Background: an optimization exercise with open tools, aiming at small area, a short achievable clock period and few clock cycles per item. Do not read the settings as production practice.
At most, simulation tests tie the RTL to the original design; equivalence was not proved.
The RTL of run 2 was laid out without a check of its function.

File: flow/design.v
`timescale 1ns / 1ps
package lfpd_pkg;
    localparam int DRIVE_MAX   = 1999;
    localparam int LAP_COUNTS  = 43000;
    localparam int ALERT_TICKS = 200;
    localparam int LOST_SHORT  = 30;
    localparam int LOST_MED    = 100;
    localparam int LOST_LONG   = 120;
    localparam int SCALE_SPLIT = (LOST_SHORT + LOST_MED) / 2;
    localparam int SCALE_NEAR  = 70;
    localparam int SCALE_FAR   = 50;
    localparam int INTEG_LIM   = 500;
    localparam int DRIVE_FLOOR = 100;
    localparam int GAIN_LIM    = 999;
    localparam int SENSOR_W = 8;
    localparam int DELTA_W  = 16;
    localparam int DRIVE_W  = 13;
    localparam int ERR_W    = 7;
    localparam int BASE_W   = 12;
    localparam int GAIN_W   = 10;
    localparam int CFG_IDX_W  = 3;
    localparam int CFG_DATA_W = 12;
    localparam int DIST_CAP   = 4 * LAP_COUNTS;
    localparam int DIST_W     = 18;   
    localparam int DIST_SUM_W = 18;   
    localparam int MUL_W  = 20;
    localparam int PROD_W = 2 * MUL_W;
    localparam int SHIFT_CNT  = 16;
    localparam int SHIFT10    = 19;
    localparam int SHIFT10K   = 32;
    localparam int SHIFT100   = 26;
    localparam longint RECIP10   = ((64'd1 << SHIFT10) + 9) / 10;
    localparam longint RECIP10K  = ((64'd1 << SHIFT10K) + 9999) / 10000;
    localparam longint RECIP100  = ((64'd1 << SHIFT100) + 99) / 100;
    typedef enum logic [CFG_IDX_W-1:0] {
        CFG_BASE_DRIVE   = 3'd0,
        CFG_GAIN_P       = 3'd1,
        CFG_GAIN_I       = 3'd2,
        CFG_GAIN_D       = 3'd3,
        CFG_TWO_LAP_MODE = 3'd4
    } cfg_index_t;
    typedef enum logic [1:0] {
        ST_ON_LINE = 2'd0,
        ST_SHORT   = 2'd1,
        ST_MEDIUM  = 2'd2,
        ST_LONG    = 2'd3
    } line_status_t;
    function automatic logic signed [ERR_W-1:0] sensor_weight(input int i);
        logic signed [ERR_W-1:0] w;
        case (i)
            0:       w = -7'sd40;
            1:       w = -7'sd28;
            2:       w = -7'sd20;
            3:       w = -7'sd15;
            4:       w = 7'sd15;
            5:       w = 7'sd20;
            6:       w = 7'sd28;
            default: w = 7'sd40;
        endcase
        sensor_weight = w;
    endfunction
    function automatic logic [SHIFT_CNT:0] cnt_recip(input logic [3:0] cnt);
        logic [SHIFT_CNT:0] r;
        unique case (cnt)
            4'd1:    r = 17'd65536;
            4'd2:    r = 17'd32768;
            4'd3:    r = 17'd21846;
            4'd4:    r = 17'd16384;
            4'd5:    r = 17'd13108;
            4'd6:    r = 17'd10923;
            4'd7:    r = 17'd9363;
            4'd8:    r = 17'd8192;
            default: r = 17'd0;
        endcase
        cnt_recip = r;
    endfunction
endpackage
`timescale 1ns / 1ps
module lfpd_mul (
    input  logic                         clk,
    input  logic [lfpd_pkg::MUL_W-1:0]   op_a,
    input  logic [lfpd_pkg::MUL_W-1:0]   op_b,
    output logic [lfpd_pkg::PROD_W-1:0]  prod
);
    logic [lfpd_pkg::PROD_W-1:0] prod_reg;
    always_ff @(posedge clk)
    begin
        prod_reg <= lfpd_pkg::PROD_W'(op_a) * lfpd_pkg::PROD_W'(op_b);
    end
    assign prod = prod_reg;
endmodule
`timescale 1ns / 1ps
module line_follow_pid_drive_core (
    input  logic                                 clk,
    input  logic                                 rst_n,
    input  logic                                 cfg_we,
    input  logic [lfpd_pkg::CFG_IDX_W-1:0]       cfg_index,
    input  logic [lfpd_pkg::CFG_DATA_W-1:0]      cfg_data,
    input  logic                                 in_valid,
    output logic                                 in_ready,
    input  logic [lfpd_pkg::SENSOR_W-1:0]        in_sensor_bits,
    input  logic                                 in_read_failed,
    input  logic signed [lfpd_pkg::DELTA_W-1:0]  in_left_delta,
    input  logic signed [lfpd_pkg::DELTA_W-1:0]  in_right_delta,
    output logic                                 out_valid,
    input  logic                                 out_ready,
    output logic signed [lfpd_pkg::DRIVE_W-1:0]  out_left_drive,
    output logic signed [lfpd_pkg::DRIVE_W-1:0]  out_right_drive,
    output logic                                 out_motor_stop,
    output logic [1:0]                           out_line_status,
    output logic                                 out_run_finished,
    output logic                                 out_alert_on,
    output logic                                 out_notify_stop,
    output logic signed [lfpd_pkg::ERR_W-1:0]    out_line_error
);
    function automatic logic signed [6:0] sensor_avg(input logic [7:0] b);
        logic signed [6:0] v;
        case (b)
            8'd0: v = 7'sd0;
            8'd1: v = 7'sd5;
            8'd2: v = 7'sd4;
            8'd3: v = 7'sd11;
            8'd4: v = 7'sd2;
            8'd5: v = 7'sd10;
            8'd6: v = 7'sd8;
            8'd7: v = 7'sd17;
            8'd8: v = 7'sd2;
            8'd9: v = 7'sd9;
            8'd10: v = 7'sd7;
            8'd11: v = 7'sd16;
            8'd12: v = 7'sd5;
            8'd13: v = 7'sd15;
            8'd14: v = 7'sd12;
            8'd15: v = 7'sd25;
            8'd16: v = -7'sd2;
            8'd17: v = 7'sd4;
            8'd18: v = 7'sd2;
            8'd19: v = 7'sd10;
            8'd20: v = 7'sd0;
            8'd21: v = 7'sd9;
            8'd22: v = 7'sd6;
            8'd23: v = 7'sd18;
            8'd24: v = 7'sd0;
            8'd25: v = 7'sd8;
            8'd26: v = 7'sd5;
            8'd27: v = 7'sd17;
            8'd28: v = 7'sd4;
            8'd29: v = 7'sd15;
            8'd30: v = 7'sd12;
            8'd31: v = 7'sd29;
            8'd32: v = -7'sd2;
            8'd33: v = 7'sd3;
            8'd34: v = 7'sd1;
            8'd35: v = 7'sd9;
            8'd36: v = 7'sd0;
            8'd37: v = 7'sd8;
            8'd38: v = 7'sd5;
            8'd39: v = 7'sd17;
            8'd40: v = 7'sd0;
            8'd41: v = 7'sd7;
            8'd42: v = 7'sd4;
            8'd43: v = 7'sd15;
            8'd44: v = 7'sd3;
            8'd45: v = 7'sd13;
            8'd46: v = 7'sd10;
            8'd47: v = 7'sd27;
            8'd48: v = -7'sd5;
            8'd49: v = 7'sd1;
            8'd50: v = -7'sd1;
            8'd51: v = 7'sd8;
            8'd52: v = -7'sd3;
            8'd53: v = 7'sd6;
            8'd54: v = 7'sd3;
            8'd55: v = 7'sd17;
            8'd56: v = -7'sd4;
            8'd57: v = 7'sd5;
            8'd58: v = 7'sd2;
            8'd59: v = 7'sd16;
            8'd60: v = 7'sd0;
            8'd61: v = 7'sd13;
            8'd62: v = 7'sd9;
            8'd63: v = 7'sd34;
            8'd64: v = -7'sd4;
            8'd65: v = 7'sd2;
            8'd66: v = 7'sd0;
            8'd67: v = 7'sd8;
            8'd68: v = -7'sd1;
            8'd69: v = 7'sd6;
            8'd70: v = 7'sd4;
            8'd71: v = 7'sd15;
            8'd72: v = -7'sd2;
            8'd73: v = 7'sd5;
            8'd74: v = 7'sd3;
            8'd75: v = 7'sd13;
            8'd76: v = 7'sd1;
            8'd77: v = 7'sd11;
            8'd78: v = 7'sd8;
            8'd79: v = 7'sd25;
            8'd80: v = -7'sd7;
            8'd81: v = 7'sd0;
            8'd82: v = -7'sd3;
            8'd83: v = 7'sd6;
            8'd84: v = -7'sd4;
            8'd85: v = 7'sd4;
            8'd86: v = 7'sd1;
            8'd87: v = 7'sd15;
            8'd88: v = -7'sd5;
            8'd89: v = 7'sd3;
            8'd90: v = 7'sd0;
            8'd91: v = 7'sd13;
            8'd92: v = -7'sd2;
            8'd93: v = 7'sd10;
            8'd94: v = 7'sd6;
            8'd95: v = 7'sd30;
            8'd96: v = -7'sd8;
            8'd97: v = -7'sd1;
            8'd98: v = -7'sd4;
            8'd99: v = 7'sd5;
            8'd100: v = -7'sd5;
            8'd101: v = 7'sd3;
            8'd102: v = 7'sd0;
            8'd103: v = 7'sd13;
            8'd104: v = -7'sd6;
            8'd105: v = 7'sd1;
            8'd106: v = -7'sd1;
            8'd107: v = 7'sd11;
            8'd108: v = -7'sd3;
            8'd109: v = 7'sd9;
            8'd110: v = 7'sd5;
            8'd111: v = 7'sd27;
            8'd112: v = -7'sd12;
            8'd113: v = -7'sd5;
            8'd114: v = -7'sd8;
            8'd115: v = 7'sd1;
            8'd116: v = -7'sd10;
            8'd117: v = -7'sd1;
            8'd118: v = -7'sd5;
            8'd119: v = 7'sd12;
            8'd120: v = -7'sd12;
            8'd121: v = -7'sd2;
            8'd122: v = -7'sd6;
            8'd123: v = 7'sd10;
            8'd124: v = -7'sd9;
            8'd125: v = 7'sd6;
            8'd126: v = 7'sd0;
            8'd127: v = 7'sd40;
            8'd128: v = -7'sd5;
            8'd129: v = 7'sd0;
            8'd130: v = -7'sd2;
            8'd131: v = 7'sd5;
            8'd132: v = -7'sd3;
            8'd133: v = 7'sd4;
            8'd134: v = 7'sd1;
            8'd135: v = 7'sd12;
            8'd136: v = -7'sd4;
            8'd137: v = 7'sd3;
            8'd138: v = 7'sd0;
            8'd139: v = 7'sd10;
            8'd140: v = -7'sd1;
            8'd141: v = 7'sd8;
            8'd142: v = 7'sd5;
            8'd143: v = 7'sd21;
            8'd144: v = -7'sd9;
            8'd145: v = -7'sd3;
            8'd146: v = -7'sd5;
            8'd147: v = 7'sd3;
            8'd148: v = -7'sd7;
            8'd149: v = 7'sd1;
            8'd150: v = -7'sd1;
            8'd151: v = 7'sd11;
            8'd152: v = -7'sd8;
            8'd153: v = 7'sd0;
            8'd154: v = -7'sd3;
            8'd155: v = 7'sd9;
            8'd156: v = -7'sd5;
            8'd157: v = 7'sd6;
            8'd158: v = 7'sd2;
            8'd159: v = 7'sd24;
            8'd160: v = -7'sd10;
            8'd161: v = -7'sd4;
            8'd162: v = -7'sd6;
            8'd163: v = 7'sd2;
            8'd164: v = -7'sd8;
            8'd165: v = 7'sd0;
            8'd166: v = -7'sd3;
            8'd167: v = 7'sd9;
            8'd168: v = -7'sd9;
            8'd169: v = -7'sd1;
            8'd170: v = -7'sd4;
            8'd171: v = 7'sd7;
            8'd172: v = -7'sd6;
            8'd173: v = 7'sd5;
            8'd174: v = 7'sd1;
            8'd175: v = 7'sd21;
            8'd176: v = -7'sd15;
            8'd177: v = -7'sd8;
            8'd178: v = -7'sd11;
            8'd179: v = -7'sd2;
            8'd180: v = -7'sd13;
            8'd181: v = -7'sd5;
            8'd182: v = -7'sd9;
            8'd183: v = 7'sd6;
            8'd184: v = -7'sd15;
            8'd185: v = -7'sd6;
            8'd186: v = -7'sd10;
            8'd187: v = 7'sd4;
            8'd188: v = -7'sd13;
            8'd189: v = 7'sd0;
            8'd190: v = -7'sd6;
            8'd191: v = 7'sd28;
            8'd192: v = -7'sd11;
            8'd193: v = -7'sd5;
            8'd194: v = -7'sd8;
            8'd195: v = 7'sd0;
            8'd196: v = -7'sd9;
            8'd197: v = -7'sd2;
            8'd198: v = -7'sd5;
            8'd199: v = 7'sd6;
            8'd200: v = -7'sd10;
            8'd201: v = -7'sd3;
            8'd202: v = -7'sd6;
            8'd203: v = 7'sd5;
            8'd204: v = -7'sd8;
            8'd205: v = 7'sd2;
            8'd206: v = -7'sd1;
            8'd207: v = 7'sd17;
            8'd208: v = -7'sd16;
            8'd209: v = -7'sd10;
            8'd210: v = -7'sd13;
            8'd211: v = -7'sd5;
            8'd212: v = -7'sd15;
            8'd213: v = -7'sd7;
            8'd214: v = -7'sd11;
            8'd215: v = 7'sd2;
            8'd216: v = -7'sd17;
            8'd217: v = -7'sd9;
            8'd218: v = -7'sd13;
            8'd219: v = 7'sd0;
            8'd220: v = -7'sd16;
            8'd221: v = -7'sd4;
            8'd222: v = -7'sd10;
            8'd223: v = 7'sd20;
            8'd224: v = -7'sd17;
            8'd225: v = -7'sd12;
            8'd226: v = -7'sd15;
            8'd227: v = -7'sd6;
            8'd228: v = -7'sd17;
            8'd229: v = -7'sd9;
            8'd230: v = -7'sd13;
            8'd231: v = 7'sd0;
            8'd232: v = -7'sd18;
            8'd233: v = -7'sd11;
            8'd234: v = -7'sd15;
            8'd235: v = -7'sd2;
            8'd236: v = -7'sd17;
            8'd237: v = -7'sd6;
            8'd238: v = -7'sd12;
            8'd239: v = 7'sd15;
            8'd240: v = -7'sd25;
            8'd241: v = -7'sd21;
            8'd242: v = -7'sd25;
            8'd243: v = -7'sd17;
            8'd244: v = -7'sd27;
            8'd245: v = -7'sd21;
            8'd246: v = -7'sd27;
            8'd247: v = -7'sd15;
            8'd248: v = -7'sd29;
            8'd249: v = -7'sd24;
            8'd250: v = -7'sd30;
            8'd251: v = -7'sd20;
            8'd252: v = -7'sd34;
            8'd253: v = -7'sd28;
            8'd254: v = -7'sd40;
            8'd255: v = 7'sd0;
            default: v = 7'sd0;
        endcase
        sensor_avg = v;
    endfunction
    logic [10:0] base_reg;
    logic [9:0]  gp_reg;
    logic [9:0]  gi_reg;
    logic [9:0]  gd_reg;
    logic        two_lap_reg;
    logic [9:0]  cfg_gain;
    logic [10:0] cfg_base;
    assign cfg_gain = (cfg_data[9:0] > 10'd999) ? 10'd999 : cfg_data[9:0];
    assign cfg_base = (cfg_data > 12'd1999) ? 11'd1999 : cfg_data[10:0];
    always_ff @(posedge clk or negedge rst_n)
    begin
        if (!rst_n)
        begin
            base_reg    <= 11'd700;
            gp_reg      <= 10'd60;
            gi_reg      <= 10'd3;
            gd_reg      <= 10'd40;
            two_lap_reg <= 1'b0;
        end
        else if (cfg_we)
        begin
            case (cfg_index)
                3'd0: base_reg    <= cfg_base;
                3'd1: gp_reg      <= cfg_gain;
                3'd2: gi_reg      <= cfg_gain;
                3'd3: gd_reg      <= cfg_gain;
                3'd4: two_lap_reg <= cfg_data[0];
                default: ;
            endcase
        end
    end
    logic out_valid_reg;
    logic adv;
    assign adv      = !out_valid_reg || out_ready;
    assign in_ready = adv;
    logic               fail_a;
    logic               white_a;
    logic signed [6:0]  calc_a;
    logic [16:0]        dsum_a;
    logic               va;
    logic [15:0] dl_mag;
    logic [15:0] dr_mag;
    assign dl_mag  = in_left_delta[15]  ? 16'(-in_left_delta)  : in_left_delta;
    assign dr_mag  = in_right_delta[15] ? 16'(-in_right_delta) : in_right_delta;
    assign va      = in_valid;
    assign fail_a  = in_read_failed;
    assign white_a = (in_sensor_bits == 8'hFF);
    assign calc_a  = sensor_avg(in_sensor_bits);
    assign dsum_a  = 17'(dl_mag) + 17'(dr_mag);
    logic signed [6:0]  h_reg;
    logic signed [9:0]  integ_reg;
    logic [6:0]         lost_reg;
    logic [17:0]        dist_reg;
    logic               started_reg;
    logic               done_reg;
    logic [7:0]         acnt_reg;
    logic               halted_reg;
    logic [6:0]         lost_inc;
    logic               status_short;
    logic [1:0]         status_c;
    logic signed [6:0]  err_c;
    logic [18:0]        dist_sum;
    logic [17:0]        dist_next;
    logic               lap1;
    logic               target_hit;
    logic               started_next;
    logic               done_next;
    logic [7:0]         acnt_next;
    logic [7:0]         acnt_inc;
    logic signed [10:0] integ_sum;
    logic signed [9:0]  integ_next;
    always_comb
    begin
        lost_inc     = lost_reg + 7'd1;
        status_short = (lost_inc < 7'd30);
        status_c     = !white_a ? 2'd0 : (status_short ? 2'd1 : 2'd2);
        err_c        = (white_a && status_short) ? h_reg : calc_a;
        dist_sum  = 19'(dist_reg) + 19'(dsum_a);
        dist_next = (dist_sum > 19'd172000) ? 18'd172000 : dist_sum[17:0];
        lap1      = (dist_next >= 18'd43000);
        target_hit = two_lap_reg ? (dist_next >= 18'd86000) : lap1;
        acnt_inc     = acnt_reg + 8'd1;
        started_next = started_reg;
        done_next    = done_reg;
        acnt_next    = acnt_reg;
        if (two_lap_reg)
        begin
            if (started_reg && !done_reg)
            begin
                acnt_next = acnt_inc;
                if (acnt_inc >= 8'd200)
                    done_next = 1'b1;
            end
            if (!started_reg && lap1)
            begin
                started_next = 1'b1;
                acnt_next    = 8'd0;
            end
        end
        if (target_hit && started_next)
            done_next = 1'b1;
        integ_sum = 11'(integ_reg) + 11'(calc_a);
        if (integ_sum > 11'sd500)
            integ_next = 10'sd500;
        else if (integ_sum < -11'sd500)
            integ_next = -10'sd500;
        else
            integ_next = integ_sum[9:0];
    end
    logic               vb;
    logic               norm_b;      
    logic [1:0]         status_b;
    logic signed [6:0]  err_b;
    logic               fin_b;
    logic               notify_b;
    logic               alert_b;
    logic signed [7:0]  diff_b;
    always_ff @(posedge clk or negedge rst_n)
    begin
        if (!rst_n)
        begin
            vb          <= 1'b0;
            h_reg       <= '0;
            integ_reg   <= '0;
            lost_reg    <= '0;
            dist_reg    <= '0;
            started_reg <= 1'b0;
            done_reg    <= 1'b0;
            acnt_reg    <= '0;
            halted_reg  <= 1'b0;
        end
        else if (adv)
        begin
            vb <= va;
            if (va && !halted_reg && !fail_a)
            begin
                if (white_a && lost_inc >= 7'd120)
                begin
                    lost_reg   <= lost_inc;
                    halted_reg <= 1'b1;
                end
                else
                begin
                    lost_reg    <= white_a ? lost_inc : 7'd0;
                    dist_reg    <= dist_next;
                    started_reg <= started_next;
                    done_reg    <= done_next;
                    acnt_reg    <= acnt_next;
                    if (target_hit)
                        halted_reg <= 1'b1;
                    else if (!white_a)
                    begin
                        integ_reg <= integ_next;
                        h_reg     <= calc_a;
                    end
                end
            end
        end
    end
    always_ff @(posedge clk)
    begin
        if (adv)
        begin
            norm_b   <= 1'b0;
            status_b <= 2'd0;
            err_b    <= '0;
            fin_b    <= 1'b0;
            notify_b <= 1'b0;
            alert_b  <= started_reg && !done_reg;
            diff_b   <= 8'(err_c) - 8'(h_reg);
            if (halted_reg)
                ;
            else if (fail_a || (white_a && lost_inc >= 7'd120))
                status_b <= 2'd3;
            else
            begin
                status_b <= status_c;
                err_b    <= err_c;
                alert_b  <= started_next && !done_next;
                if (target_hit)
                begin
                    fin_b    <= 1'b1;
                    notify_b <= !two_lap_reg;
                end
                else
                    norm_b <= 1'b1;
            end
        end
    end
    logic [5:0]  e_mag;
    logic [8:0]  i_mag;
    logic [6:0]  d_mag;
    logic [15:0] p_prod;
    logic [18:0] i_prod;
    logic [16:0] d_prod;
    logic [11:0] p_q;
    logic [5:0]  i_q;
    logic [12:0] d_q;
    logic signed [14:0] pid_c;
    assign e_mag  = err_b[6] ? 6'(-err_b) : err_b[5:0];
    assign i_mag  = integ_reg[9] ? 9'(-integ_reg) : integ_reg[8:0];
    assign d_mag  = diff_b[7] ? 7'(-diff_b) : diff_b[6:0];
    assign p_prod = 16'(gp_reg) * 16'(e_mag);
    assign i_prod = 19'(gi_reg) * 19'(i_mag);
    assign d_prod = 17'(gd_reg) * 17'(d_mag);
    assign p_q = 12'(p_prod / 16'd10);
    assign i_q = 6'(i_prod[18:4] / 15'd625);
    assign d_q = 13'(d_prod / 17'd10);
    assign pid_c = (err_b[6] ? -(15'(p_q)) : 15'(p_q))
                 + (integ_reg[9] ? -(15'(i_q)) : 15'(i_q))
                 + (diff_b[7] ? -(15'(d_q)) : 15'(d_q));
    logic               vc;
    logic               norm_c;
    logic [1:0]         status_c2;
    logic signed [6:0]  err_c2;
    logic               fin_c;
    logic               notify_c;
    logic               alert_c;
    logic               far_c;
    logic signed [14:0] pid_r;
    always_ff @(posedge clk or negedge rst_n)
    begin
        if (!rst_n)
            vc <= 1'b0;
        else if (adv)
            vc <= vb;
    end
    always_ff @(posedge clk)
    begin
        if (adv)
        begin
            norm_c    <= norm_b;
            status_c2 <= status_b;
            err_c2    <= err_b;
            fin_c     <= fin_b;
            notify_c  <= notify_b;
            alert_c   <= alert_b;
            far_c     <= (lost_reg >= 7'd65);
            pid_r     <= pid_c;
        end
    end
    function automatic logic signed [12:0] drive(input logic signed [15:0] v, input logic med,
                                                 input logic far);
        logic [15:0] m;
        logic [11:0] mc;
        logic [14:0] m7;
        logic [15:0] s;
        logic signed [15:0] sv;
        logic signed [12:0] c;
        m  = v[15] ? 16'(-v) : v;
        mc = (m > 16'd2857) ? 12'd2857 : m[11:0];
        m7 = 15'(mc) * 15'd7;
        s  = !med ? m : (far ? (m >> 1) : 16'(m7 / 15'd10));
        sv = v[15] ? -(s) : s;
        if (sv > 16'sd1999)
            c = 13'sd1999;
        else if (sv < -16'sd1999)
            c = -13'sd1999;
        else if (sv > 16'sd0 && sv < 16'sd100)
            c = 13'sd100;
        else
            c = sv[12:0];
        drive = c;
    endfunction
    logic signed [15:0] l_raw;
    logic signed [15:0] r_raw;
    logic               med_d;
    assign l_raw = 16'(base_reg) + 16'(pid_r);
    assign r_raw = 16'(base_reg) - 16'(pid_r);
    assign med_d = (status_c2 == 2'd2);
    logic signed [12:0] out_left_reg;
    logic signed [12:0] out_right_reg;
    logic               out_stop_reg;
    logic [1:0]         out_status_reg;
    logic               out_fin_reg;
    logic               out_alert_reg;
    logic               out_notify_reg;
    logic signed [6:0]  out_err_reg;
    always_ff @(posedge clk or negedge rst_n)
    begin
        if (!rst_n)
            out_valid_reg <= 1'b0;
        else if (adv)
            out_valid_reg <= vc;
    end
    always_ff @(posedge clk)
    begin
        if (adv)
        begin
            out_left_reg   <= norm_c ? drive(l_raw, med_d, far_c) : 13'sd0;
            out_right_reg  <= norm_c ? drive(r_raw, med_d, far_c) : 13'sd0;
            out_stop_reg   <= !norm_c;
            out_status_reg <= status_c2;
            out_fin_reg    <= fin_c;
            out_alert_reg  <= alert_c;
            out_notify_reg <= notify_c;
            out_err_reg    <= err_c2;
        end
    end
    assign out_valid        = out_valid_reg;
    assign out_left_drive   = out_left_reg;
    assign out_right_drive  = out_right_reg;
    assign out_motor_stop   = out_stop_reg;
    assign out_line_status  = out_status_reg;
    assign out_run_finished = out_fin_reg;
    assign out_alert_on     = out_alert_reg;
    assign out_notify_stop  = out_notify_reg;
    assign out_line_error   = out_err_reg;
endmodule
File: flow/run.sh
#!/bin/bash
# synth_recipe.tcl (not shown) runs the flow's synth.tcl, then flattens the netlist and writes it again
# the make line also repeats each setting of config.mk as NAME=value (left out here)
make -C /OpenROAD-flow-scripts/flow DESIGN_CONFIG=/design/flow/config.mk WORK_HOME=/design/flow/orfs CLKGATE_MAP_FILE= SYNTH_SCRIPT=/design/flow/synth_recipe.tcl finish
File: flow/config.mk
export PLATFORM = sky130hd
export DESIGN_NAME = line_follow_pid_drive_core
export DESIGN_NICKNAME = line_follow_pid_drive_core
export VERILOG_FILES = /design/flow/design.v
export SDC_FILE = /design/flow/constraint.sdc
export NUM_CORES = 4
export LEC_CHECK = 0
export CAP_MARGIN = 20
export CORE_MARGIN = 2
export CORE_UTILIZATION = 40
export SLEW_MARGIN = 20
File: flow/constraint.sdc
create_clock -name core_clock -period 12.0 [get_ports {clk}]
set_input_delay 2.4000 -clock core_clock [delete_from_list [all_inputs] [get_ports {clk}]]
set_output_delay 2.4000 -clock core_clock [all_outputs]
set_load 0.01 [all_outputs]
==> results.rst, run 1 <==
.. list-table::
   :header-rows: 1

   * - Metric
     - Value
   * - Final-report hold violation count
     - 0
   * - Main flop type after synthesis
     - sky130_fd_sc_hd__edfxtp_1
   * - Number of global-route vias before repair
     - roughly 37k
   * - Horiz. Die Dim
     - between 300 and 400 um
   * - Area enclosed by the die boundary
     - 91070 sq um
   * - Status
     - finished with violations
   * - Fillers
     - a little over 8k
   * - Layout check faults
     - setup timing
   * - Final worst setup slack
     - -978.0 ps
   * - Buffer cell driving the clock tree root
     - sky130_fd_sc_hd__clkbuf_16
   * - Number of antenna violations at the first check in global routing
     - 5
   * - Synthesis-to-layout area growth
     - 38.53%
   * - Sequential cell area fraction in the yosys report
     - between 10 and 15%
   * - CTS H-tree depth
     - 4
   * - FMAX
     - 0.07705 GHz
   * - Drt first-iter violations
     - 2784
   * - Starting utilization of the core area
     - 40.26%
   * - Distinct cell type count after synthesis
     - 137
   * - Total Routing Usage GR
     - 24.12%
   * - Data required time of the critical path
     - 12220 ps
   * - Post-synth design cell area
     - about 35000 sq um
   * - Type of the worst setup path
     - reg -> reg
   * - Critical path fanouts, max
     - 8
   * - Slew Viols, Final
     - 0
   * - Top Ports
     - 102
   * - Ratio of routed vias to standard cells
     - roughly 5.6
   * - Standard-cell rows
     - approximately 110
   * - Number of nets in the layout
     - 6116
   * - Worst hold-check path type
     - reg -> reg
   * - Final core utilization
     - 55.77%
   * - Number of endpoints failing setup at the final stage
     - 7
   * - Critical Path AT
     - roughly 13000 ps
   * - Warnings from Yosys
     - 1
   * - Slew HR
     - 27.79%
   * - Wire length of the first global-routing pass
     - ~180 mm
   * - Die boundary height
     - 301.8 um
   * - Weighted congestion at the end of routability-driven global placement
     - 0.9253
   * - Number of CTS-inserted buffers
     - 17
   * - Post-Route Hold Slack
     - 420.0 ps
   * - Net count after synthesis
     - 5073
   * - Number of flops mapped to enable cells by yosys
     - 89
   * - Number of vias in the routed layout
     - roughly 38k
   * - Fraction of registers with async set or reset after synthesis
     - between 50% and 60%
   * - Clock insertion delay at the later pin of the skew report
     - roughly 500 ps
   * - Remaining global-route overflow
     - 0
   * - Max FFs per register
     - 18
   * - Wire length reported by the detailed router
     - 113.1 mm
   * - CTS tree
     - yes
   * - Largest net degree at the start of global routing
     - 86
   * - Shortest period the worst path allows
     - ~13000 ps
   * - Startpoint type of the worst setup path
     - flop
   * - Element type at the critical path end
     - flop
   * - Slowest stage cell, crit path
     - sky130_fd_sc_hd__fa_1
   * - Routed wire per std cell
     - 16.58 um
   * - Total iterations of the first detailed-routing run
     - 6
   * - Final antenna-violating net count
     - 0
   * - Worst Skew
     - 25.98 ps
   * - Port bufs
     - 101
   * - Share of the clock period used by the worst path
     - 108.2%
   * - Number of register bits inferred by synthesis
     - 187
   * - Syn Area/Cell
     - 7.705 sq um
   * - Slew at the pin with the worst max-slew slack
     - roughly 1100 ps
   * - Clock transition at the registers of the reported paths
     - approximately 80 ps
   * - Cts-stage hold buffer count
     - 0
   * - Deepest clock path buffer count
     - 2
   * - Standard cell core area
     - 88100 sq um
   * - Residual DRC count
     - 0
   * - Setup repair after global routing missed its margin
     - yes
   * - Final HPWL DP
     - 88.49 mm
   * - Post-synthesis cell count
     - 4603
   * - CTS sink count
     - between 150 and 200
   * - Share of final-layout standard cells stronger than drive strength 1
     - 31.51%
   * - Number of cells on the worst reg-to-reg path
     - 54
   * - Max-cap viol count
     - 0
   * - Number of stages on the worst hold path
     - 0
   * - CP max stage delay
     - about 530 ps
[path summary, 6_finish.rpt]
kind / start / to / slack, ps
max in group asynchronous: rst_n / base_reg[1] / 8900
min in group asynchronous: rst_n / gp_reg[8] / 1870
worst min register to register: err_c2[3] / out_err_reg[3] / 420
worst min-delay path: err_c2[3] / out_err_reg[3] / 420
worst max-delay path: integ_reg[1] / pid_r[14] / -980
worst max register to register: integ_reg[1] / pid_r[14] / -980
[through the flow]
| step | cell area, sq um | std cells | setup TNS [ps] | setup slack [ps] |
|---|---|---|---|---|
| finish | 49130 | 6825 | -2807 | -978.0 |
| global route | 49130 | 6824 | -14250 | -1549 |
| CTS | 47100 | 6767 | -2082 | -767.1 |
| detailed placement | 45260 | 6694 | -20050 | -1101 |
| global placement | 45260 | 6694 | -16300 | -914.6 |
| floorplan | 35920 | 4603 | -2225 | -857.7 |
[cells by family (layout without fill, tap and decap cells)]
kind of cell               count (synthesis)  in the layout  share of synthesized area [%]
adders and majority gates                421            421                          18.75
DFF                                      187            187                          14.50
and+or+nand+nor                         1639           1639                          22.92
other                                      0              1                              0
buffers and inverters                    584           1638                          6.438
xor gates and xnor gates                 290            290                          7.264
muxes                                     86             86                          2.773
AOI/OAI and AO/OA                       1396           1398                          27.35
[final cells by class]
cell class	count	area, sq um	area share [%]
Timing Repair Buffer	1225	9602	19.54
Inverter	381	1430	2.911
Multi-Input combinational cell	3834	30870	62.83
Clock buffer	18	439.2	0.8938
Antenna cell	1	2.502	0.005093
Sequential cell	187	5144	10.47
Clock inverter	14	188.9	0.3845
Tap cell	1165	1458	2.967
[worst max-delay path, delay by kind of cell, from the launching register on]
| family | cells | cell delay, ps |
|---|---|---|
| AO/OA/AOI/OAI | 23 | 4520 |
| adder cells (fa/ha/maj) | 9 | 3270 |
| AND/OR/NAND/NOR | 10 | 2320 |
| XOR/XNOR | 9 | 1460 |
| multiplexers | 2 | 680 |
| flip-flops | 1 | 410 |
| buffers and inverters | 1 | 50 |
[cell usage in the layout, fill, tap and decap left out, types with 107 or more instances in the layout]
master	instances
sky130_fd_sc_hd__and2_1	107
sky130_fd_sc_hd__buf_4	1089
sky130_fd_sc_hd__xnor2_1	174
sky130_fd_sc_hd__nand3_1	115
sky130_fd_sc_hd__nand2_1	525
sky130_fd_sc_hd__a21oi_1	223
sky130_fd_sc_hd__nor2_1	308
sky130_fd_sc_hd__inv_1	362
sky130_fd_sc_hd__o21ai_0	268
sky130_fd_sc_hd__ha_1	192
sky130_fd_sc_hd__fa_1	179
[metal layers]
| metal | up-vias | part of all wire (%) | GRT usage [%] |
|---|---|---|---|
| li1 | 18750 | - | - |
| met1 | 18390 | 45 | 31.68 |
| met2 | 952 | 49 | 42.37 |
| met3 | 176 | 3.9 | 2.356 |
| met4 | 4 | 2.4 | 6.200 |
| met5 | - | 0.022 | 0 |
[synth_stat cells, types with 37 or more instances]
master	instances	area share, %
sky130_fd_sc_hd__or3_1	44	0.78
sky130_fd_sc_hd__nor2_1	333	3.5
sky130_fd_sc_hd__a21oi_1	265	3.7
sky130_fd_sc_hd__fa_1	188	11
sky130_fd_sc_hd__inv_1	373	3.9
sky130_fd_sc_hd__o21ai_0	310	4.4
sky130_fd_sc_hd__nand2b_1	50	0.88
sky130_fd_sc_hd__ha_1	221	7.8
sky130_fd_sc_hd__clkbuf_1	151	1.6
sky130_fd_sc_hd__a21o_1	50	1.1
sky130_fd_sc_hd__edfxtp_1	89	7.5
sky130_fd_sc_hd__o31ai_1	56	1.2
sky130_fd_sc_hd__nor3_1	99	1.4
sky130_fd_sc_hd__o21a_1	45	0.95
sky130_fd_sc_hd__a211oi_1	72	1.5
sky130_fd_sc_hd__nand2_1	544	5.8
sky130_fd_sc_hd__o211ai_1	47	0.99
sky130_fd_sc_hd__xor2_1	75	1.9
sky130_fd_sc_hd__and2_1	111	2.0
sky130_fd_sc_hd__nand3_1	122	1.7
sky130_fd_sc_hd__xnor2_1	211	5.2
sky130_fd_sc_hd__mux2i_1	42	1.2
sky130_fd_sc_hd__a31oi_1	60	1.1
sky130_fd_sc_hd__nor2b_1	52	0.92
sky130_fd_sc_hd__dfrtp_1	84	5.9
sky130_fd_sc_hd__nand4_1	37	0.65
sky130_fd_sc_hd__or2_2	39	0.69
[repair_timing]
action,in CTS,in global routing
gates cloned,1,1
hold endpoints to repair,0,0
setup endpoints to repair,33,35
resized for setup,193,343
pin swaps,90,178
buffers inserted,41,74
Testbench counts, summed over its fixed seeds: cycles 3,506, items 3,482.
==> run 2: changes to the inputs <==
--- a/flow/design.v
+++ b/flow/design.v
@@ -376,33 +376,130 @@
         endcase
         sensor_avg = v;
     endfunction
+    function automatic logic [13:0] iq_scale(input logic [5:0] x);
+        logic [13:0] v;
+        case (x)
+            6'd0: v = {7'h00, 7'h00};
+            6'd1: v = {7'h7f, 7'h00};
+            6'd2: v = {7'h7e, 7'h01};
+            6'd3: v = {7'h7d, 7'h02};
+            6'd4: v = {7'h7d, 7'h02};
+            6'd5: v = {7'h7c, 7'h03};
+            6'd6: v = {7'h7b, 7'h04};
+            6'd7: v = {7'h7b, 7'h04};
+            6'd8: v = {7'h7a, 7'h05};
+            6'd9: v = {7'h79, 7'h06};
+            6'd10: v = {7'h79, 7'h06};
+            6'd11: v = {7'h78, 7'h07};
+            6'd12: v = {7'h77, 7'h08};
+            6'd13: v = {7'h76, 7'h09};
+            6'd14: v = {7'h76, 7'h09};
+            6'd15: v = {7'h75, 7'h0a};
+            6'd16: v = {7'h74, 7'h0b};
+            6'd17: v = {7'h74, 7'h0b};
+            6'd18: v = {7'h73, 7'h0c};
+            6'd19: v = {7'h72, 7'h0d};
+            6'd20: v = {7'h72, 7'h0d};
+            6'd21: v = {7'h71, 7'h0e};
+            6'd22: v = {7'h70, 7'h0f};
+            6'd23: v = {7'h6f, 7'h10};
+            6'd24: v = {7'h6f, 7'h10};
+            6'd25: v = {7'h6e, 7'h11};
+            6'd26: v = {7'h6d, 7'h12};
+            6'd27: v = {7'h6d, 7'h12};
+            6'd28: v = {7'h6c, 7'h13};
+            6'd29: v = {7'h6b, 7'h14};
+            6'd30: v = {7'h6b, 7'h14};
+            6'd31: v = {7'h6a, 7'h15};
+            6'd32: v = {7'h69, 7'h16};
+            6'd33: v = {7'h68, 7'h17};
+            6'd34: v = {7'h68, 7'h17};
+            6'd35: v = {7'h67, 7'h18};
+            6'd36: v = {7'h66, 7'h19};
+            6'd37: v = {7'h66, 7'h19};
+            6'd38: v = {7'h65, 7'h1a};
+            6'd39: v = {7'h64, 7'h1b};
+            6'd40: v = {7'h64, 7'h1b};
+            6'd41: v = {7'h63, 7'h1c};
+            6'd42: v = {7'h62, 7'h1d};
+            6'd43: v = {7'h61, 7'h1e};
+            6'd44: v = {7'h61, 7'h1e};
+            6'd45: v = {7'h60, 7'h1f};
+            6'd46: v = {7'h5f, 7'h20};
+            6'd47: v = {7'h5f, 7'h20};
+            6'd48: v = {7'h5e, 7'h21};
+            6'd49: v = {7'h5d, 7'h22};
+            6'd50: v = {7'h5d, 7'h22};
+            6'd51: v = {7'h5c, 7'h23};
+            6'd52: v = {7'h5b, 7'h24};
+            6'd53: v = {7'h5a, 7'h25};
+            6'd54: v = {7'h5a, 7'h25};
+            6'd55: v = {7'h59, 7'h26};
+            6'd56: v = {7'h58, 7'h27};
+            6'd57: v = {7'h58, 7'h27};
+            6'd58: v = {7'h57, 7'h28};
+            6'd59: v = {7'h56, 7'h29};
+            6'd60: v = {7'h56, 7'h29};
+            6'd61: v = {7'h55, 7'h2a};
+            6'd62: v = {7'h54, 7'h2b};
+            6'd63: v = {7'h53, 7'h2c};
+            default: v = 14'd0;
+        endcase
+        iq_scale = v;
+    endfunction
+    logic        cfg_we_r;
+    logic [2:0]  cfg_index_r;
+    logic [10:0] cfg_val_r;     
+    logic [7:0]  cfg_q5_r;      
+    logic        cfg_big;
+    logic [9:0]  cfg_gain;
+    logic [17:0] cfg_g205;
+    assign cfg_big  = (cfg_data[9:0] > 10'd999);
+    assign cfg_gain = cfg_big ? 10'd999 : cfg_data[9:0];
+    assign cfg_g205 = 18'(cfg_data[9:0]) * 18'd205;     
+    always_ff @(posedge clk or negedge rst_n)
+    begin
+        if (!rst_n)
+            cfg_we_r <= 1'b0;
+        else
+            cfg_we_r <= cfg_we;
+    end
+    always_ff @(posedge clk)
+    begin
+        cfg_index_r <= cfg_index;
+        cfg_q5_r    <= cfg_big ? 8'd199 : cfg_g205[10 +: 8];
+        if (cfg_index == 3'd0)
+            cfg_val_r <= (cfg_data > 12'd1999) ? 11'd1999 : cfg_data[10:0];
+        else
+            cfg_val_r <= {1'b0, cfg_gain};
+    end
     logic [10:0] base_reg;
-    logic [9:0]  gp_reg;
+    logic [15:0] fp_reg;    
     logic [9:0]  gi_reg;
-    logic [9:0]  gd_reg;
+    logic [16:0] fd_reg;    
     logic        two_lap_reg;
-    logic [9:0]  cfg_gain;
-    logic [10:0] cfg_base;
-    assign cfg_gain = (cfg_data[9:0] > 10'd999) ? 10'd999 : cfg_data[9:0];
-    assign cfg_base = (cfg_data > 12'd1999) ? 11'd1999 : cfg_data[10:0];
+    logic [2:0]  g_r5;      
+    logic [15:0] g_s;       
+    assign g_r5 = 3'(cfg_val_r[2:0] - 3'(cfg_q5_r[2:0] * 3'd5));
+    assign g_s  = 16'(cfg_val_r[9:0]) * 16'd51 + 16'(cfg_q5_r);
     always_ff @(posedge clk or negedge rst_n)
     begin
         if (!rst_n)
         begin
             base_reg    <= 11'd700;
-            gp_reg      <= 10'd60;
+            fp_reg      <= 16'd3073;
             gi_reg      <= 10'd3;
-            gd_reg      <= 10'd40;
+            fd_reg      <= 17'd4097;
             two_lap_reg <= 1'b0;
         end
-        else if (cfg_we)
+        else if (cfg_we_r)
         begin
-            case (cfg_index)
-                3'd0: base_reg    <= cfg_base;
-                3'd1: gp_reg      <= cfg_gain;
-                3'd2: gi_reg      <= cfg_gain;
-                3'd3: gd_reg      <= cfg_gain;
-                3'd4: two_lap_reg <= cfg_data[0];
+            case (cfg_index_r)
+                3'd0: base_reg    <= cfg_val_r;
+                3'd1: fp_reg      <= g_s + 16'd1;
+                3'd2: gi_reg      <= cfg_val_r[9:0];
+                3'd3: fd_reg      <= {g_s, 1'b1} + 17'(g_r5 >= 3'd3);
+                3'd4: two_lap_reg <= cfg_val_r[0];
                 default: ;
             endcase
         end
@@ -411,20 +508,31 @@
     logic adv;
     assign adv      = !out_valid_reg || out_ready;
     assign in_ready = adv;
+    logic               va;
+    logic [7:0]         bits_a;
     logic               fail_a;
-    logic               white_a;
-    logic signed [6:0]  calc_a;
     logic [16:0]        dsum_a;
-    logic               va;
-    logic [15:0] dl_mag;
-    logic [15:0] dr_mag;
-    assign dl_mag  = in_left_delta[15]  ? 16'(-in_left_delta)  : in_left_delta;
-    assign dr_mag  = in_right_delta[15] ? 16'(-in_right_delta) : in_right_delta;
-    assign va      = in_valid;
-    assign fail_a  = in_read_failed;
-    assign white_a = (in_sensor_bits == 8'hFF);
-    assign calc_a  = sensor_avg(in_sensor_bits);
-    assign dsum_a  = 17'(dl_mag) + 17'(dr_mag);
+    logic dl_neg;
+    logic dr_neg;
+    assign dl_neg = in_left_delta[15];
+    assign dr_neg = in_right_delta[15];
+    always_ff @(posedge clk or negedge rst_n)
+    begin
+        if (!rst_n)
+            va <= 1'b0;
+        else if (adv)
+            va <= in_valid;
+    end
+    always_ff @(posedge clk)
+    begin
+        if (adv)
+        begin
+            bits_a <= in_sensor_bits;
+            fail_a <= in_read_failed;
+            dsum_a <= 17'(16'(in_left_delta) ^ {16{dl_neg}}) + 17'(16'(in_right_delta) ^ {16{dr_neg}})
+                    + 17'(dl_neg) + 17'(dr_neg);
+        end
+    end
     logic signed [6:0]  h_reg;
     logic signed [9:0]  integ_reg;
     logic [6:0]         lost_reg;
@@ -433,10 +541,13 @@
     logic               done_reg;
     logic [7:0]         acnt_reg;
     logic               halted_reg;
+    logic               white_a;
+    logic signed [6:0]  calc_a;
     logic [6:0]         lost_inc;
+    logic               long_loss;
     logic               status_short;
-    logic [1:0]         status_c;
-    logic signed [6:0]  err_c;
+    logic [1:0]         status_n;
+    logic signed [6:0]  err_n;
     logic [18:0]        dist_sum;
     logic [17:0]        dist_next;
     logic               lap1;
@@ -449,13 +560,16 @@
     logic signed [9:0]  integ_next;
     always_comb
     begin
+        white_a      = (bits_a == 8'hFF);
+        calc_a       = sensor_avg(bits_a);
         lost_inc     = lost_reg + 7'd1;
+        long_loss    = white_a && (lost_inc >= 7'd120);
         status_short = (lost_inc < 7'd30);
-        status_c     = !white_a ? 2'd0 : (status_short ? 2'd1 : 2'd2);
-        err_c        = (white_a && status_short) ? h_reg : calc_a;
-        dist_sum  = 19'(dist_reg) + 19'(dsum_a);
-        dist_next = (dist_sum > 19'd172000) ? 18'd172000 : dist_sum[17:0];
-        lap1      = (dist_next >= 18'd43000);
+        status_n     = !white_a ? 2'd0 : (status_short ? 2'd1 : 2'd2);
+        err_n        = (white_a && status_short) ? h_reg : calc_a;
+        dist_sum   = 19'(dist_reg) + 19'(dsum_a);
+        dist_next  = (dist_sum > 19'd172000) ? 18'd172000 : dist_sum[17:0];
+        lap1       = (dist_next >= 18'd43000);
         target_hit = two_lap_reg ? (dist_next >= 18'd86000) : lap1;
         acnt_inc     = acnt_reg + 8'd1;
         started_next = started_reg;
@@ -488,11 +602,20 @@
     logic               vb;
     logic               norm_b;      
     logic [1:0]         status_b;
-    logic signed [6:0]  err_b;
+    logic [5:0]         emag_b;      
+    logic               eneg_b;
+    logic [8:0]         imag_b;      
+    logic               ineg_b;
+    logic signed [9:0]  integ_new;
     logic               fin_b;
     logic               notify_b;
     logic               alert_b;
-    logic signed [7:0]  diff_b;
+    logic [6:0]         dmag_b;      
+    logic               dneg_b;
+    logic signed [7:0]  diff_n;
+    assign diff_n = 8'(err_n) - 8'(h_reg);
+    assign integ_new = (va && !halted_reg && !fail_a && !white_a && !target_hit)
+                     ? integ_next : integ_reg;
     always_ff @(posedge clk or negedge rst_n)
     begin
         if (!rst_n)
@@ -512,7 +635,7 @@
             vb <= va;
             if (va && !halted_reg && !fail_a)
             begin
-                if (white_a && lost_inc >= 7'd120)
+                if (long_loss)
                 begin
                     lost_reg   <= lost_inc;
                     halted_reg <= 1'b1;
@@ -541,19 +664,24 @@
         begin
             norm_b   <= 1'b0;
             status_b <= 2'd0;
-            err_b    <= '0;
+            emag_b   <= '0;
+            eneg_b   <= 1'b0;
+            ineg_b   <= integ_new[9];
+            imag_b   <= integ_new[9] ? 9'(-integ_new) : integ_new[8:0];
             fin_b    <= 1'b0;
             notify_b <= 1'b0;
             alert_b  <= started_reg && !done_reg;
-            diff_b   <= 8'(err_c) - 8'(h_reg);
+            dneg_b   <= diff_n[7];
+            dmag_b   <= diff_n[7] ? 7'(-diff_n) : diff_n[6:0];
             if (halted_reg)
                 ;
-            else if (fail_a || (white_a && lost_inc >= 7'd120))
+            else if (fail_a || long_loss)
                 status_b <= 2'd3;
             else
             begin
-                status_b <= status_c;
-                err_b    <= err_c;
+                status_b <= status_n;
+                eneg_b   <= err_n[6];
+                emag_b   <= err_n[6] ? 6'(-err_n) : err_n[5:0];
                 alert_b  <= started_next && !done_next;
                 if (target_hit)
                 begin
@@ -568,34 +696,29 @@
     logic [5:0]  e_mag;
     logic [8:0]  i_mag;
     logic [6:0]  d_mag;
-    logic [15:0] p_prod;
+    logic [21:0] p_prod;
     logic [18:0] i_prod;
-    logic [16:0] d_prod;
-    logic [11:0] p_q;
-    logic [5:0]  i_q;
-    logic [12:0] d_q;
-    logic signed [14:0] pid_c;
-    assign e_mag  = err_b[6] ? 6'(-err_b) : err_b[5:0];
-    assign i_mag  = integ_reg[9] ? 9'(-integ_reg) : integ_reg[8:0];
-    assign d_mag  = diff_b[7] ? 7'(-diff_b) : diff_b[6:0];
-    assign p_prod = 16'(gp_reg) * 16'(e_mag);
+    logic [23:0] d_prod;
+    assign e_mag  = emag_b;
+    assign i_mag  = imag_b;
+    assign d_mag  = dmag_b;
+    assign p_prod = 22'(fp_reg) * 22'(e_mag);
     assign i_prod = 19'(gi_reg) * 19'(i_mag);
-    assign d_prod = 17'(gd_reg) * 17'(d_mag);
-    assign p_q = 12'(p_prod / 16'd10);
-    assign i_q = 6'(i_prod[18:4] / 15'd625);
-    assign d_q = 13'(d_prod / 17'd10);
-    assign pid_c = (err_b[6] ? -(15'(p_q)) : 15'(p_q))
-                 + (integ_reg[9] ? -(15'(i_q)) : 15'(i_q))
-                 + (diff_b[7] ? -(15'(d_q)) : 15'(d_q));
+    assign d_prod = 24'(fd_reg) * 24'(d_mag);
     logic               vc;
     logic               norm_c;
-    logic [1:0]         status_c2;
-    logic signed [6:0]  err_c2;
+    logic [1:0]         status_c;
+    logic signed [6:0]  err_c;
     logic               fin_c;
     logic               notify_c;
     logic               alert_c;
     logic               far_c;
-    logic signed [14:0] pid_r;
+    logic               pneg_c;
+    logic               dneg_c;
+    logic               ineg_c;
+    logic [11:0]        pq_c;        
+    logic [12:0]        dq_c;        
+    logic [14:0]        iprod_c;     
     always_ff @(posedge clk or negedge rst_n)
     begin
         if (!rst_n)
@@ -607,29 +730,153 @@
     begin
         if (adv)
         begin
-            norm_c    <= norm_b;
-            status_c2 <= status_b;
-            err_c2    <= err_b;
-            fin_c     <= fin_b;
-            notify_c  <= notify_b;
-            alert_c   <= alert_b;
-            far_c     <= (lost_reg >= 7'd65);
-            pid_r     <= pid_c;
-        end
-    end
-    function automatic logic signed [12:0] drive(input logic signed [15:0] v, input logic med,
-                                                 input logic far);
-        logic [15:0] m;
-        logic [11:0] mc;
-        logic [14:0] m7;
-        logic [15:0] s;
-        logic signed [15:0] sv;
+            norm_c   <= norm_b;
+            status_c <= status_b;
+            err_c    <= eneg_b ? -(7'(emag_b)) : 7'(emag_b);
+            fin_c    <= fin_b;
+            notify_c <= notify_b;
+            alert_c  <= alert_b;
+            far_c    <= (lost_reg >= 7'd65);
+            pneg_c   <= eneg_b;
+            dneg_c   <= dneg_b;
+            ineg_c   <= ineg_b;
+            pq_c     <= p_prod[9 +: 12];
+            dq_c     <= d_prod[10 +: 13];
+            iprod_c  <= i_prod[18:4];
+        end
+    end
+    logic [17:0] i_t;
+    logic [5:0]  i_q;
+    assign i_t = 18'({iprod_c, 3'b000}) - 18'({iprod_c, 1'b0}) + 18'(iprod_c[14:1])
+               + 18'(iprod_c[14:4]) - 18'(iprod_c[14:7]) - 18'(iprod_c[14:10]);
+    assign i_q = i_t[12 +: 6];
+    logic [15:0] lp;
+    logic [15:0] rp;
+    logic [6:0]  iqs;       
+    assign lp  = 16'(base_reg) + (16'(pq_c) ^ {16{pneg_c}}) + (16'(dq_c) ^ {16{dneg_c}})
+               + 16'(pneg_c) + 16'(dneg_c);
+    assign rp  = 16'(base_reg) + (16'(pq_c) ^ {16{!pneg_c}}) + (16'(dq_c) ^ {16{!dneg_c}})
+               + 16'(!pneg_c) + 16'(!dneg_c);
+    assign iqs = ineg_c ? -(7'(i_q)) : 7'(i_q);
+    logic signed [6:0] qiu;
+    logic signed [6:0] qin;
+    assign {qin, qiu} = iq_scale(i_q);
+    logic               ve;
+    logic               norm_e;
+    logic [1:0]         status_e;
+    logic signed [6:0]  err_e;
+    logic               fin_e;
+    logic               notify_e;
+    logic               alert_e;
+    logic               far_e;
+    logic [15:0]        lp_e;        
+    logic [15:0]        rp_e;        
+    logic signed [6:0]  iqs_e;       
+    logic signed [6:0]  qil_e;       
+    logic signed [6:0]  qir_e;       
+    always_ff @(posedge clk or negedge rst_n)
+    begin
+        if (!rst_n)
+            ve <= 1'b0;
+        else if (adv)
+            ve <= vc;
+    end
+    always_ff @(posedge clk)
+    begin
+        if (adv)
+        begin
+            norm_e   <= norm_c;
+            status_e <= status_c;
+            err_e    <= err_c;
+            fin_e    <= fin_c;
+            notify_e <= notify_c;
+            alert_e  <= alert_c;
+            far_e    <= far_c;
+            lp_e     <= lp;
+            rp_e     <= rp;
+            iqs_e    <= iqs;
+            qil_e    <= ineg_c ? qin : qiu;
+            qir_e    <= ineg_c ? qiu : qin;
+        end
+    end
+    typedef struct packed {
+        logic signed [15:0] sel;     
+        logic               add1;    
+        logic               s70;     
+        logic               vneg;
+        logic [5:0]         r7;      
+    } scaled_t;
+    function automatic scaled_t scale_step(input logic signed [15:0] p, input logic signed [6:0] iq,
+                                           input logic signed [6:0] qi,
+                                           input logic med, input logic far);
+        logic signed [27:0] t;
+        logic signed [15:0] v;
+        scaled_t s;
+        v      = p + 16'(iq);
+        t      = (28'(p) <<< 11) + (28'(p) <<< 9) + (28'(p) <<< 8) + (28'(p) <<< 5)
+               + (28'(p) <<< 4) + (28'(p) <<< 1) + 28'(p) + (28'(qi) <<< 12);
+        s.vneg = v[15];
+        s.r7   = 6'(v[5:0] * 6'd7);
+        s.s70  = med && !far;
+        s.add1 = med && far && v[15] && v[0];
+        if (!med)
+            s.sel = v;
+        else if (far)
+            s.sel = v >>> 1;
+        else
+            s.sel = 16'($signed(t[12 +: 14]));
+        scale_step = s;
+    endfunction
+    logic               vf;
+    logic               norm_f;
+    logic [1:0]         status_f;
+    logic signed [6:0]  err_f;
+    logic               fin_f;
+    logic               notify_f;
+    logic               alert_f;
+    scaled_t            ls_f;
+    scaled_t            rs_f;
+    logic med_e;
+    assign med_e = (status_e == 2'd2);
+    always_ff @(posedge clk or negedge rst_n)
+    begin
+        if (!rst_n)
+            vf <= 1'b0;
+        else if (adv)
+            vf <= ve;
+    end
+    always_ff @(posedge clk)
+    begin
+        if (adv)
+        begin
+            norm_f   <= norm_e;
+            status_f <= status_e;
+            err_f    <= err_e;
+            fin_f    <= fin_e;
+            notify_f <= notify_e;
+            alert_f  <= alert_e;
+            ls_f     <= scale_step(lp_e, iqs_e, qil_e, med_e, far_e);
+            rs_f     <= scale_step(rp_e, -iqs_e, qir_e, med_e, far_e);
+        end
+    end
+    function automatic logic signed [15:0] finish(input scaled_t s);
+        logic signed [5:0]  r;
+        logic signed [2:0]  adj;
+        r = 6'(s.r7 - 6'(6'(s.sel) * 6'd10));
+        if (!s.s70)
+            adj = {2'b00, s.add1};
+        else if (r < 6'sd0)
+            adj = (s.vneg && r != -6'sd10) ? 3'sd0 : -3'sd1;
+        else if (r >= 6'sd20)
+            adj = (s.vneg && r != 6'sd20) ? 3'sd3 : 3'sd2;
+        else if (r >= 6'sd10)
+            adj = (s.vneg && r != 6'sd10) ? 3'sd2 : 3'sd1;
+        else
+            adj = (s.vneg && r != 6'sd0) ? 3'sd1 : 3'sd0;
+        finish = s.sel + 16'(adj);
+    endfunction
+    function automatic logic signed [12:0] limit(input logic signed [15:0] sv);
         logic signed [12:0] c;
-        m  = v[15] ? 16'(-v) : v;
-        mc = (m > 16'd2857) ? 12'd2857 : m[11:0];
-        m7 = 15'(mc) * 15'd7;
-        s  = !med ? m : (far ? (m >> 1) : 16'(m7 / 15'd10));
-        sv = v[15] ? -(s) : s;
         if (sv > 16'sd1999)
             c = 13'sd1999;
         else if (sv < -16'sd1999)
@@ -638,16 +885,10 @@
             c = 13'sd100;
         else
             c = sv[12:0];
-        drive = c;
+        limit = c;
     endfunction
-    logic signed [15:0] l_raw;
-    logic signed [15:0] r_raw;
-    logic               med_d;
-    assign l_raw = 16'(base_reg) + 16'(pid_r);
-    assign r_raw = 16'(base_reg) - 16'(pid_r);
-    assign med_d = (status_c2 == 2'd2);
-    logic signed [12:0] out_left_reg;
-    logic signed [12:0] out_right_reg;
+    logic signed [15:0] out_left_reg;
+    logic signed [15:0] out_right_reg;
     logic               out_stop_reg;
     logic [1:0]         out_status_reg;
     logic               out_fin_reg;
@@ -659,25 +900,25 @@
         if (!rst_n)
             out_valid_reg <= 1'b0;
         else if (adv)
-            out_valid_reg <= vc;
+            out_valid_reg <= vf;
     end
     always_ff @(posedge clk)
     begin
         if (adv)
         begin
-            out_left_reg   <= norm_c ? drive(l_raw, med_d, far_c) : 13'sd0;
-            out_right_reg  <= norm_c ? drive(r_raw, med_d, far_c) : 13'sd0;
-            out_stop_reg   <= !norm_c;
-            out_status_reg <= status_c2;
-            out_fin_reg    <= fin_c;
-            out_alert_reg  <= alert_c;
-            out_notify_reg <= notify_c;
-            out_err_reg    <= err_c2;
+            out_left_reg   <= norm_f ? finish(ls_f) : 16'sd0;
+            out_right_reg  <= norm_f ? finish(rs_f) : 16'sd0;
+            out_stop_reg   <= !norm_f;
+            out_status_reg <= status_f;
+            out_fin_reg    <= fin_f;
+            out_alert_reg  <= alert_f;
+            out_notify_reg <= notify_f;
+            out_err_reg    <= err_f;
         end
     end
     assign out_valid        = out_valid_reg;
-    assign out_left_drive   = out_left_reg;
-    assign out_right_drive  = out_right_reg;
+    assign out_left_drive   = limit(out_left_reg);
+    assign out_right_drive  = limit(out_right_reg);
     assign out_motor_stop   = out_stop_reg;
     assign out_line_status  = out_status_reg;
     assign out_run_finished = out_fin_reg;
==> run 2 against run 1 <==
Compared with the run above: worst setup slack improved by 6300 ps; clock skew rose by 14 ps; wire length fell by 7.9%; highest routed layer is now met4; critical path depth fell by 51; largest cell class unchanged; critical endpoint is now in_ready; the run now finishes clean; via count fell by 12%.
==> results.rst, run 2 <==
.. list-table::
   :header-rows: 1

   * - Metric
     - Value
   * - Status
     - timing/DRC/antenna clean (was finished with violations)
   * - Weighted congestion at the end of routability-driven global placement
     - 0.8885 (was 0.9253)
   * - Worst setup path startpoint
     - out_ready (was integ_reg[1])
   * - Slew Viols, Final
     - 0 (unchanged)
   * - Wire length reported by the detailed router
     - 104.2 mm (was 113.1 mm)
   * - Fraction of registers with async set or reset after synthesis
     - 26.62% (was 52.41%)
   * - Final core utilization
     - 43.76% (was 55.77%)
   * - Commonest non-fill, non-tap cell in the layout
     - sky130_fd_sc_hd__inv_1 (was sky130_fd_sc_hd__buf_4)
   * - CTS tree
     - yes (unchanged)
   * - Share of the clock period used by the worst path
     - 56.03% (was 108.2%)
   * - Standard-cell rows
     - 125 (was 109)
   * - Final-report hold violation count
     - 0 (unchanged)
   * - Number of gates resized after cts
     - 0 (was 193)
   * - Warnings from Yosys
     - 1 (unchanged)
   * - Post-synthesis cell count
     - 4841 (was 4603)
   * - Commonest cells in the netlist
     - 559 x sky130_fd_sc_hd__inv_1, 543 x sky130_fd_sc_hd__ha_1, 529 x sky130_fd_sc_hd__nand2_1 (was 544 x sky130_fd_sc_hd__nand2_1, 373 x sky130_fd_sc_hd__inv_1, 333 x sky130_fd_sc_hd__nor2_1)
   * - Antenna diode count
     - 0 (was 1)
   * - Number of cells on the worst reg-to-reg path
     - 17 (was 54)
   * - Fillers
     - 11.17k (was 8192)
   * - Number of flops mapped to enable cells by yosys
     - 288 (was 89)
   * - Port bufs
     - 101 (unchanged)
   * - Origin of the critical flop-to-flop path
     - iprod_c[5] (was integ_reg[1])
   * - Largest net degree at the start of global routing
     - 162 (was 86)
   * - Leading cell types in the layout, fill and taps excluded
     - 559 x sky130_fd_sc_hd__inv_1, 543 x sky130_fd_sc_hd__ha_1, 529 x sky130_fd_sc_hd__nand2_1 (was 1089 x sky130_fd_sc_hd__buf_4, 525 x sky130_fd_sc_hd__nand2_1, 362 x sky130_fd_sc_hd__inv_1)
   * - Ordered list of cells on the worst path
     - clkdlybuf4s50_1 -> nand2b_4 -> clkdlybuf4s50_1
   * - Worst slack at placement
     - 4999 ps (was -1101 ps)
   * - Post-CTS setup-driven buffer insertion count
     - 0 (was 41)
   * - Worst Skew
     - 39.82 ps (was 25.98 ps)
   * - Synthesis-to-layout area growth
     - 8.785% (was 38.53%)
   * - CTS H-tree depth
     - 2 (was 4)
   * - Worst hold-check path type
     - reg -> reg (unchanged)
   * - CP Depth
     - 3 (was 54)
   * - Slack of the worst reg-to-reg path
     - 5680 ps (was -980 ps)
   * - Slew HR
     - 25.50% (was 27.79%)
   * - Total Routing Usage GR
     - 17.66% (was 24.12%)
   * - Max-cap viol count
     - 0 (unchanged)
   * - Buffer cell driving the clock tree root
     - sky130_fd_sc_hd__clkbuf_16 (unchanged)
   * - Residual DRC count
     - 0 (unchanged)
   * - Setup repair after global routing missed its margin
     - no (was yes)
   * - FMAX
     - 0.1487 GHz (was 0.07705 GHz)
   * - Final HPWL DP
     - 81.57 mm (was 88.49 mm)
   * - Remaining global-route overflow
     - 0 (unchanged)
   * - Total iterations of the first detailed-routing run
     - 6 (unchanged)
   * - Horiz. Die Dim
     - 345.4 um (was 301.8 um)
   * - Startpoint type of the worst setup path
     - primary input (was flop)
   * - Wire length of the first global-routing pass
     - 175.3 mm (was 184.5 mm)
   * - TNS Setup
     - 0 ps (was -2807 ps)
   * - Number of stages on the worst hold path
     - 0 (unchanged)
   * - Deepest clock path buffer count
     - 3 (was 2)
   * - Number of CTS-inserted buffers
     - 51 (was 17)
   * - Cts-stage hold buffer count
     - 0 (unchanged)
   * - Clock transition at the registers of the reported paths
     - 60 ps (was 80 ps)
   * - Crit-path most repeated cell
     - sky130_fd_sc_hd__clkdlybuf4s50_1
   * - Distinct cell type count after synthesis
     - 97 (was 137)
   * - Net count after synthesis
     - 5879 (was 5073)
   * - Largest area contributor in the netlist
     - sky130_fd_sc_hd__fa_1 (unchanged)
   * - Worst path bufs/invs
     - 2 (was 1)
   * - Final antenna-violating net count
     - 0 (unchanged)
   * - Family with the most delay on the worst path
     - buffers and inverters (was compound AO/OA/AOI/OAI gates)
   * - Number of vias in the routed layout
     - 33.59k (was 38.27k)
   * - Data required time of the critical path
     - 9600 ps (was 12220 ps)
   * - Main flop type after synthesis
     - sky130_fd_sc_hd__edfxtp_1 (unchanged)
   * - Number of nets in the layout
     - 5874 (was 6116)
   * - Worst R2R End
     - qir_e[1] (was pid_r[14])
   * - Area contributors post-synth
     - sky130_fd_sc_hd__fa_1 19%, sky130_fd_sc_hd__edfxtp_1 19%, sky130_fd_sc_hd__ha_1 15% (was sky130_fd_sc_hd__fa_1 11%, sky130_fd_sc_hd__ha_1 7.8%, sky130_fd_sc_hd__edfxtp_1 7.5%)
   * - Proportion of netlist area held by the largest area contributor
     - 18.64% (was 10.61%)
   * - Clock insertion delay at the later pin of the skew report
     - 660 ps (was 500 ps)
   * - Standard cell core area
     - 115900 sq um (was 88100 sq um)
   * - Starting utilization of the core area
     - 40.22% (was 40.26%)
   * - Ratio of routed vias to standard cells
     - 5.247 (was 5.608)
   * - Die boundary height
     - 345.4 um (was 301.8 um)
   * - Most frequently used cell type in the post-synthesis netlist
     - sky130_fd_sc_hd__inv_1 (was sky130_fd_sc_hd__nand2_1)
   * - Number of register bits inferred by synthesis
     - 432 (was 187)
   * - Element type at the critical path end
     - primary output (was flop)
   * - Slew at the pin with the worst max-slew slack
     - 1113 ps (was 1072 ps)
   * - CTS sink count
     - 432 (was 187)
   * - Number of endpoints failing setup at the final stage
     - 0 (was 7)
   * - Type of the worst setup path
     - in -> out (was reg -> reg)
   * - Number of global-route vias before repair
     - 34.38k (was 37.10k)
   * - Routed wire per std cell
     - 16.27 um (was 16.58 um)
   * - Share of final-layout standard cells stronger than drive strength 1
     - 4.326% (was 31.51%)
   * - Post-synth design cell area
     - 46610 sq um (was 35470 sq um)
   * - Max FFs per register
     - 25 (was 18)
   * - Sequential cell area fraction in the yosys report
     - 26.01% (was 14.50%)
   * - Final worst setup slack
     - 5277 ps (was -978.0 ps)
   * - Critical path fanouts, max
     - 42 (was 8)
   * - Syn Area/Cell
     - 9.629 sq um (was 7.705 sq um)
   * - Shortest period the worst path allows
     - 6723 ps (was 12980 ps)
   * - Critical Path AT
     - 4320 ps (was 13200 ps)
   * - Area enclosed by the die boundary
     - 119300 sq um (was 91070 sq um)
   * - Number of antenna violations at the first check in global routing
     - 1 (was 5)
   * - Slowest stage cell, crit path
     - sky130_fd_sc_hd__clkdlybuf4s50_1 (was sky130_fd_sc_hd__fa_1)
   * - Drt first-iter violations
     - 1927 (was 2784)
   * - CP endpoint
     - in_ready (was pid_r[14])
   * - CP max stage delay
     - 910 ps (was 530 ps)
   * - Top Ports
     - 102 (unchanged)
-- run 2: cell count changes in the layout (fill, tap and decap cells not counted), moves of 38 or more --
cell                        before  now
sky130_fd_sc_hd__clkbuf_16      17   55
sky130_fd_sc_hd__edfxtp_1       89  288
sky130_fd_sc_hd__inv_1         362  559
sky130_fd_sc_hd__nand3_1       115   51
sky130_fd_sc_hd__xnor2_1       174  237
sky130_fd_sc_hd__buf_4        1089   19
sky130_fd_sc_hd__xor2_1         68  120
sky130_fd_sc_hd__a21oi_2        41    1
sky130_fd_sc_hd__ha_1          192  543
sky130_fd_sc_hd__o21ai_1        58    9
sky130_fd_sc_hd__fa_1          179  434
sky130_fd_sc_hd__xnor2_2        38    0
-- run 2: layer usage --
metal	wire length, um	global-route usage [%]
met5	0	0
met4	2341	4.484
met3	3703	1.963
met2	50290	31.01
met1	47820	23.13
-- run 2: layout make-up --
cell class | count | area [sq um] | area share (%)
multi-input combinational | 3671 | 31730 | 62.57
tap | 1524 | 1907 | 3.760
clock inverter | 27 | 244.0 | 0.4811
inverter | 560 | 2102 | 4.145
clock buffer | 67 | 1441 | 2.842
sequential | 432 | 12120 | 23.91
timing repair buffer | 120 | 1164 | 2.295
-- run 2: worst reg2reg max path, stage by stage, from the launching register on --
cell and delay, ps:
sky130_fd_sc_hd__edfxtp_1 520, sky130_fd_sc_hd__fa_1 580, sky130_fd_sc_hd__inv_1 50, sky130_fd_sc_hd__fa_1 480, sky130_fd_sc_hd__inv_1 60, sky130_fd_sc_hd__fa_1 480
sky130_fd_sc_hd__ha_1 220, sky130_fd_sc_hd__or4_1 500, sky130_fd_sc_hd__o211ai_1 340, sky130_fd_sc_hd__a21oi_1 170, sky130_fd_sc_hd__o21ai_1 470, sky130_fd_sc_hd__nand2b_1 520
sky130_fd_sc_hd__inv_2 490, sky130_fd_sc_hd__nor2_1 140, sky130_fd_sc_hd__a22o_1 300, sky130_fd_sc_hd__a2111oi_2 360, sky130_fd_sc_hd__a31oi_1 80, sky130_fd_sc_hd__mux2_2 300
-- run 2: cell families (layout without fill, tap and decap cells) --
kind of cell / Yosys count / count (layout) / share of synthesized area, %
adder cells (fa/ha/maj): 981 / 981 / 33.30
AND/OR/NAND/NOR: 1267 / 1267 / 12.46
AO/OA/AOI/OAI: 977 / 977 / 13.45
buffers and inverters: 738 / 774 / 5.999
flip-flops: 432 / 432 / 26.01
XOR/XNOR: 357 / 357 / 6.708
multiplexers: 89 / 89 / 2.075
-- run 2: worst min path at each step --
stage,to,slack [ps],start
after floorplan,alert_c,400,alert_b
after global placement,err_e[3],400,err_c[3]
after detailed placement,err_e[2],400,err_c[2]
after CTS,alert_e,410,alert_c
after global routing,fin_e,420,fin_c
final,alert_e,410,alert_c
-- run 2: through the flow --
stage | hold WS, ps | instance area [sq um] | std cells
global route | 417.8 | 50710 | 6401
floorplan | 400.3 | 46620 | 4841
detailed placement | 404.5 | 49020 | 6306
global placement | 401.8 | 49010 | 6306
CTS | 410.1 | 50700 | 6400
finish | 412.0 | 50710 | 6401

-- port drivers added, routing unchanged --
The results above use ideal ports. As a check the final layouts listed here were re-extracted and re-timed, cells and wires unchanged. Step 1 (the two cells are an assumption about what drives the block):
set clk [get_ports {clk}]
set_driving_cell -lib_cell sky130_fd_sc_hd__clkbuf_16 $clk
set_driving_cell -lib_cell sky130_fd_sc_hd__buf_2 [delete_from_list [all_inputs] $clk]
Step 2 adds t to the input delays and takes it off the output delays; t is the mean of the earliest and latest rising clock arrival at the registers after step 1. Input paths then give back, and output paths get back, about the clock's delay inside the block. a / b / c = ideal / step 1 / step 2; a / b = the first two.
run	t, ns	setup WS [ns]	clock arrival spread, ns	worst slew at a driven data input, ns
run 1	0.543	-0.978 / -0.978 / -0.978	0.026 / 0.026	0.12
run 2	0.712	5.277 / 5.255 / 4.999	0.044 / 0.045	0.05
The setup slack of run 2, which loses most, moves by -0.022 ns with the drivers and by -0.278 ns with both steps.
